What follows belongs to an exercise in optimizing a design on an open flow for small area and a short achievable clock period; a production flow would make more cautious choices.
Only simulation tests tie the RTL to the original design; equivalence was not proved.
No activity file was given, so power comes from the tool's default toggle rates.

[flow/design.v]
package psram_pkg;
    typedef enum logic [1:0] {
        ST_IDLE  = 2'd0,
        ST_LAT   = 2'd1,
        ST_WRITE = 2'd2,
        ST_READ  = 2'd3
    } psram_state_e;
    localparam int PSRAM_ADR_W = 23;
    localparam int PSRAM_DAT_W = 16;
    localparam int PSRAM_LATENCY_MIN = 2;
    localparam int PSRAM_LATENCY_MAX = 7;
endpackage
module psram_resp_mem
#(
    parameter int ADR_W = 8
) (
    input  logic                   clk_i,
    input  logic                   i_we,
    input  logic [ADR_W-1:0]       i_adr,
    input  logic [psram_pkg::PSRAM_DAT_W-1:0] i_wdat,
    output logic [psram_pkg::PSRAM_DAT_W-1:0] o_rdat
);
    logic [psram_pkg::PSRAM_DAT_W-1:0] r_mem [2**ADR_W];
    always_ff @(posedge clk_i) begin
        if (i_we) begin
            r_mem[i_adr] <= i_wdat;
        end
    end
    assign o_rdat = r_mem[i_adr];
endmodule
module psram_burst_responder
#(
    parameter int ADR_W   = 8,
    parameter int LATENCY = 3
) (
    input  logic                   clk_i,
    input  logic                   rst_i,
    input  logic [psram_pkg::PSRAM_ADR_W-1:0] psram_adr,
    input  logic [psram_pkg::PSRAM_DAT_W-1:0] psram_dat_i,
    output logic [psram_pkg::PSRAM_DAT_W-1:0] psram_dat_o,
    output logic                   psram_dat_oe,
    output logic                   psram_wait,
    input  logic                   psram_ce_n,
    input  logic                   psram_adv_n,
    input  logic                   psram_we_n,
    input  logic                   psram_oe_n
);
    localparam logic [2:0]       CNT_LOAD = 3'(LATENCY - 2);
    localparam logic [ADR_W-1:0] PTR_ONE  = ADR_W'(1);
    psram_pkg::psram_state_e           r_state;
    logic [ADR_W-1:0]       r_ptr;
    logic [2:0]             r_cnt;
    logic                   r_wr;
    logic [psram_pkg::PSRAM_DAT_W-1:0] r_dat_o;
    logic                   r_dat_oe;
    logic                   r_wait;
    logic                   w_data_edge;
    logic                   w_mem_we;
    logic [psram_pkg::PSRAM_DAT_W-1:0] w_rdat;
    logic                   w_adr_unused;
    assign w_adr_unused = ^psram_adr[psram_pkg::PSRAM_ADR_W-1:ADR_W];
    assign w_data_edge = ~psram_ce_n & psram_adv_n;
    assign w_mem_we    = ~rst_i & w_data_edge & (r_state == psram_pkg::ST_WRITE);
    psram_resp_mem #(
        .ADR_W (ADR_W)
    ) u_mem (
        .clk_i  (clk_i),
        .i_we   (w_mem_we),
        .i_adr  (r_ptr),
        .i_wdat (psram_dat_i),
        .o_rdat (w_rdat)
    );
    always_ff @(posedge clk_i) begin
        if (rst_i) begin
            r_state  <= psram_pkg::ST_IDLE;
            r_ptr    <= '0;
            r_cnt    <= '0;
            r_wr     <= 1'b0;
            r_dat_o  <= '0;
            r_dat_oe <= 1'b0;
            r_wait   <= 1'b0;
        end else if (psram_ce_n) begin
            r_state  <= psram_pkg::ST_IDLE;
            r_wait   <= 1'b0;
            r_dat_oe <= 1'b0;
        end else if (!psram_adv_n) begin
            r_state  <= psram_pkg::ST_LAT;
            r_ptr    <= psram_adr[ADR_W-1:0];
            r_wr     <= ~psram_we_n;
            r_cnt    <= CNT_LOAD;
            r_wait   <= 1'b1;
            r_dat_oe <= 1'b0;
        end else begin
            unique case (r_state)
                psram_pkg::ST_IDLE: begin
                end
                psram_pkg::ST_LAT: begin
                    if (r_cnt != 3'd0) begin
                        r_cnt <= r_cnt - 3'd1;
                    end else if (r_wr) begin
                        r_state <= psram_pkg::ST_WRITE;
                        r_wait  <= 1'b0;
                    end else begin
                        r_state  <= psram_pkg::ST_READ;
                        r_wait   <= 1'b0;
                        r_dat_o  <= w_rdat;
                        r_ptr    <= r_ptr + PTR_ONE;
                        r_dat_oe <= ~psram_oe_n;
                    end
                end
                psram_pkg::ST_WRITE: begin
                    r_ptr <= r_ptr + PTR_ONE;
                end
                psram_pkg::ST_READ: begin
                    r_dat_o  <= w_rdat;
                    r_ptr    <= r_ptr + PTR_ONE;
                    r_dat_oe <= ~psram_oe_n;
                end
                default: begin
                    r_state <= psram_pkg::ST_IDLE;
                end
            endcase
        end
    end
    assign psram_dat_o  = r_dat_o;
    assign psram_dat_oe = r_dat_oe;
    assign psram_wait   = r_wait;
endmodule
[flow/run.sh]
#!/bin/bash
# synth_recipe.tcl (not shown) runs the flow's synth.tcl, then flattens the netlist and writes it again
# the make line also repeats each setting of config.mk as NAME=value (left out here)
make -C /OpenROAD-flow-scripts/flow DESIGN_CONFIG=/design/flow/config.mk WORK_HOME=/design/flow/orfs CLKGATE_MAP_FILE= SYNTH_SCRIPT=/design/flow/synth_recipe.tcl finish
[flow/config.mk]
export PLATFORM = sky130hd
export DESIGN_NAME = psram_burst_responder
export DESIGN_NICKNAME = psram_burst_responder
export VERILOG_FILES = /design/flow/design.v
export SDC_FILE = /design/flow/constraint.sdc
export NUM_CORES = 4
export LEC_CHECK = 0
export CAP_MARGIN = 20
export CORE_MARGIN = 2
export CORE_UTILIZATION = 50
export SLEW_MARGIN = 20
export SYNTH_MEMORY_MAX_BITS = 8192
[flow/constraint.sdc]
create_clock -name core_clock -period 5.0 [get_ports {clk_i}]
set_input_delay 1.0000 -clock core_clock [delete_from_list [all_inputs] [get_ports {clk_i}]]
set_output_delay 1.0000 -clock core_clock [all_outputs]
set_load 0.01 [all_outputs]
==> notes.md <==
* Run status: no timing/DRC/antenna violations
* Largest stage delay, worst path at 1170 ps
* Dpl ws at 377 ps
* Vias/cell at 6.40
* Hold_sp: psram_dat_i[15]
* Max Cap Viol at 0
* GR Overflow Total at 0
* Switching power at 15.9 mW
* I/O pins at 63
* Crit Path Class: reg2reg
* Chip height at 569 microns
* Buf/Inv on CP at 2
* Final nets at 8300
* CP Launch Type: flop
* GP Congestion at 0.876
* Total power at 73.6 mW
* Width of the chip at 569 microns
* Initial core utilization at 50.2%
* Slew headroom at 23.4%
* Period Utilization, post-route at 95.6%
* Initial antenna violation count at 21
* Drt pass-1 iters at 5
* I/O Buffers at 47
* Max Fanout on Critical Path at 22
* Area Growth Syn to Fin at 14.1%
* Reg power frac at 51.9%
* Post-Synthesis Cells at 7620
* Setup ws final at 221 ps
* Setup TNS at 0 ps
* Final number of setup-violating endpoints at 0
* Syn nets at 7671
* Worst Hold Class: in2reg
* DR WL/cell at 35.4 microns
* Pint at 57.6 mW
* Clock Latency Late Sink at 1010 ps
* Largest net degree at the start of global routing at 129
* Clock root buffer: clkbuf_16
* Residual DRC count at 0
* FF+latch count, synth at 4136
* Post-synth ARST share at 0%
* CP Depth at 7
* Fmax at 209 MHz
* Synthesized area at 0.159 sq mm
* Maximum vdd drop at 0.294 mV
* Power Density at 404 mW/mm^2
* Slew Viols, Final at 0
* Num Clock Sinks at 4136
* Number of flops mapped to enable cells by yosys at 4096
* Initial drt markers at 11172
* Clk pin slew, worst setup/hold paths at 60 ps
* Largest area contributor in the netlist: edfxtp_1
* Post-CTS setup buffers at 0
* Cells on worst reg2reg path at 7
* Slowest-stage cell, CP: clkinv_1
* Register area share after synthesis at 77.7%
* Final ANT Viol Nets at 0
* CTS HTree Levels at 5
* Core area at 0.318 sq mm
* CTS buffer count at 418
* Worst path cell trace: clkinv_1, mux2_2, a21oi_1, a2111oi_1, buf_4, nor4bb_1, a211o_1
* Cell variety after synth at 75
* Tot GR Track Use at 27.8%
* Tmin final at 4780 ps
* Syn avg cell area at 20.9 sq um
* Clock tree buffer depth at 4
* Hold buffers post-CTS at 0
* Total die area at 0.323 sq mm
* Synth warnings at 2
* First-pass GRT wire length at 627000 microns
* Leakage at 56.3 nW
* CP required at 5950 ps
* RSZ-0062 raised after global routing: false
* Hold Violations, Final at 0
* CP delay by family, top: buffers and inverters
* Synth top area cells: edfxtp_1 (77%), mux4_2 (11%), mux2i_1 (3.8%)
* Switching fraction of total power at 21.7%
* CP arrival at 5730 ps
* Clk pwr share at 42.4%
* Fin Clk Skew at 57.4 ps
* Worst-Margin Slew at 1150 ps
* Post-CTS sizing at 0
* Rows at 207
* Vias at 81833
* Worst hold path cell count at 1
* Post-synth top area share at 77.2%
* Vias in the first global route at 79437
* Comb pwr share at 5.8%
* Crit end category: flop
* Synth Flop Type: edfxtp_1
* CTS tree: yes
* Total Wirelength at 453000 microns
* DP Wirelength at 281000 microns
* Layout cell share with drive strength beyond 1 at 24.5%
* Hold Slack at 447 ps
## flip-flops by register name, indices dropped and copies added, names as in the netlist, named ones only
register,flops
r_ptr,8
u_mem.r_mem,4096
r_wait,1
r_dat_oe,1
r_state,2
r_cnt,3
r_wr,1
r_dat_o,16
## layer usage
metal	vias up	part of all wire (%)	global-route usage (%)
li1	33248	-	-
met1	43618	40	39.8
met2	4250	47	43.0
met3	705	9.2	5.15
met4	12	4.1	10.1
met5	-	0.019	0
## path summary, 6_finish.rpt
kind / slack (ps) / end
worst max-delay path: 220 / r_dat_o[5]
worst max register to register: 220 / r_dat_o[5]
worst min register to register: 480 / r_cnt[0]
worst min-delay path: 450 / u_mem.r_mem[166][15]
## cell type report
cell class / instances / area [sq um]
clock inverter: 263 / 2450
tap: 4180 / 5230
sequential: 4136 / 124000
antenna: 7 / 17.5
inverter: 11 / 48.8
multi-input combinational: 3012 / 32900
timing repair buffer: 670 / 6220
clock buffer: 508 / 11200
fill: 23300 / 136000
## power by group through the flow
stage	Combinational, mW	Sequential [mW]	Clock, mW
after floorplan	2.31	38.8	0
after global placement	4.18	38.9	0
after detailed placement	4.24	38.9	0
after CTS	4.25	38.2	31.5
after global routing	4.42	38.1	32.8
final	4.23	38.2	31.2
## cells in the final DEF, fill, tap and decap left out, types with 31 or more instances in the layout
cell type / instances
mux4_2: 752
edfxtp_1: 4096
a211oi_1: 80
a21oi_1: 97
nand2_1: 246
buf_12: 77
buf_4: 543
o22ai_1: 187
clkinv_2: 88
nand3_1: 75
dfxtp_1: 36
o221ai_1: 107
a221oi_1: 33
clkbuf_1: 67
clkinv_1: 100
nor3_1: 31
bufinv_16: 43
o21ai_0: 67
clkdlybuf4s50_1: 31
clkbuf_16: 430
mux2i_1: 598
nor2_1: 269
a22oi_1: 121
nor2_2: 48
## worst reg2reg max path, stage by stage, from the launching register on
cell	delay, ps
dfxtp_4	960
clkinv_1	1240
mux2_2	510
a21oi_1	60
a2111oi_1	660
buf_4	290
nor4bb_1	830
a211o_1	180
## synthesized netlist by cell type (81+ instances only)
master	instances
edfxtp_1	4096
o22ai_1	187
clkbuf_1	187
a21oi_1	97
nor2_1	317
a211oi_1	81
mux2i_1	598
nand2_1	247
mux4_2	752
o221ai_1	107
a22oi_1	121
buf_2	107
## logic make-up (layout without fill, tap and decap cells)
| logic type | after synthesis | after routing | share of synthesized area (%) |
|---|---|---|---|
| flops | 4136 | 4136 | 77.7 |
| buf+inv | 472 | 1452 | 1.82 |
| other cells | 0 | 7 | 0 |
| compound gates | 847 | 847 | 3.78 |
| simple gates | 793 | 793 | 2.18 |
| fa+ha+maj | 6 | 6 | 0.0471 |
| mux | 1366 | 1366 | 14.5 |
## per-stage QoR
step	cells	util [%]	cell area, sq um
floorplan	7620	-	159000
global placement	12005	53.0	168000
detailed placement	12007	53.0	168000
CTS	12778	57.3	182000
global route	12781	57.3	182000
finish	12787	57.3	182000

## what the ideal ports hide
No port has a modelled driver above. Below, the same layout with a new extraction and two added sets of constraints.
Step 1, drivers: a clkbuf_16 drives clk_i and a buf_2 each remaining input, both assumed.
Step 2, shift: input delay + t, output delay - t, t = (earliest + latest rising clock arrival at the registers) / 2. This alone moves slack from input paths to output paths.
Slacks: no drivers / after step 1 / after step 2; pairs: no drivers / after step 1.
t (ns): 1.069
slack for setup (ns): 0.221 / 0.221 / 0.221
worst hold slack (ns): 0.447 / 0.406 / 0.485
worst setup path at the end: register to register
After both steps this run still meets setup and hold. The setup slack of this run moves by 0.000 ns with the drivers and by 0.000 ns with both steps.
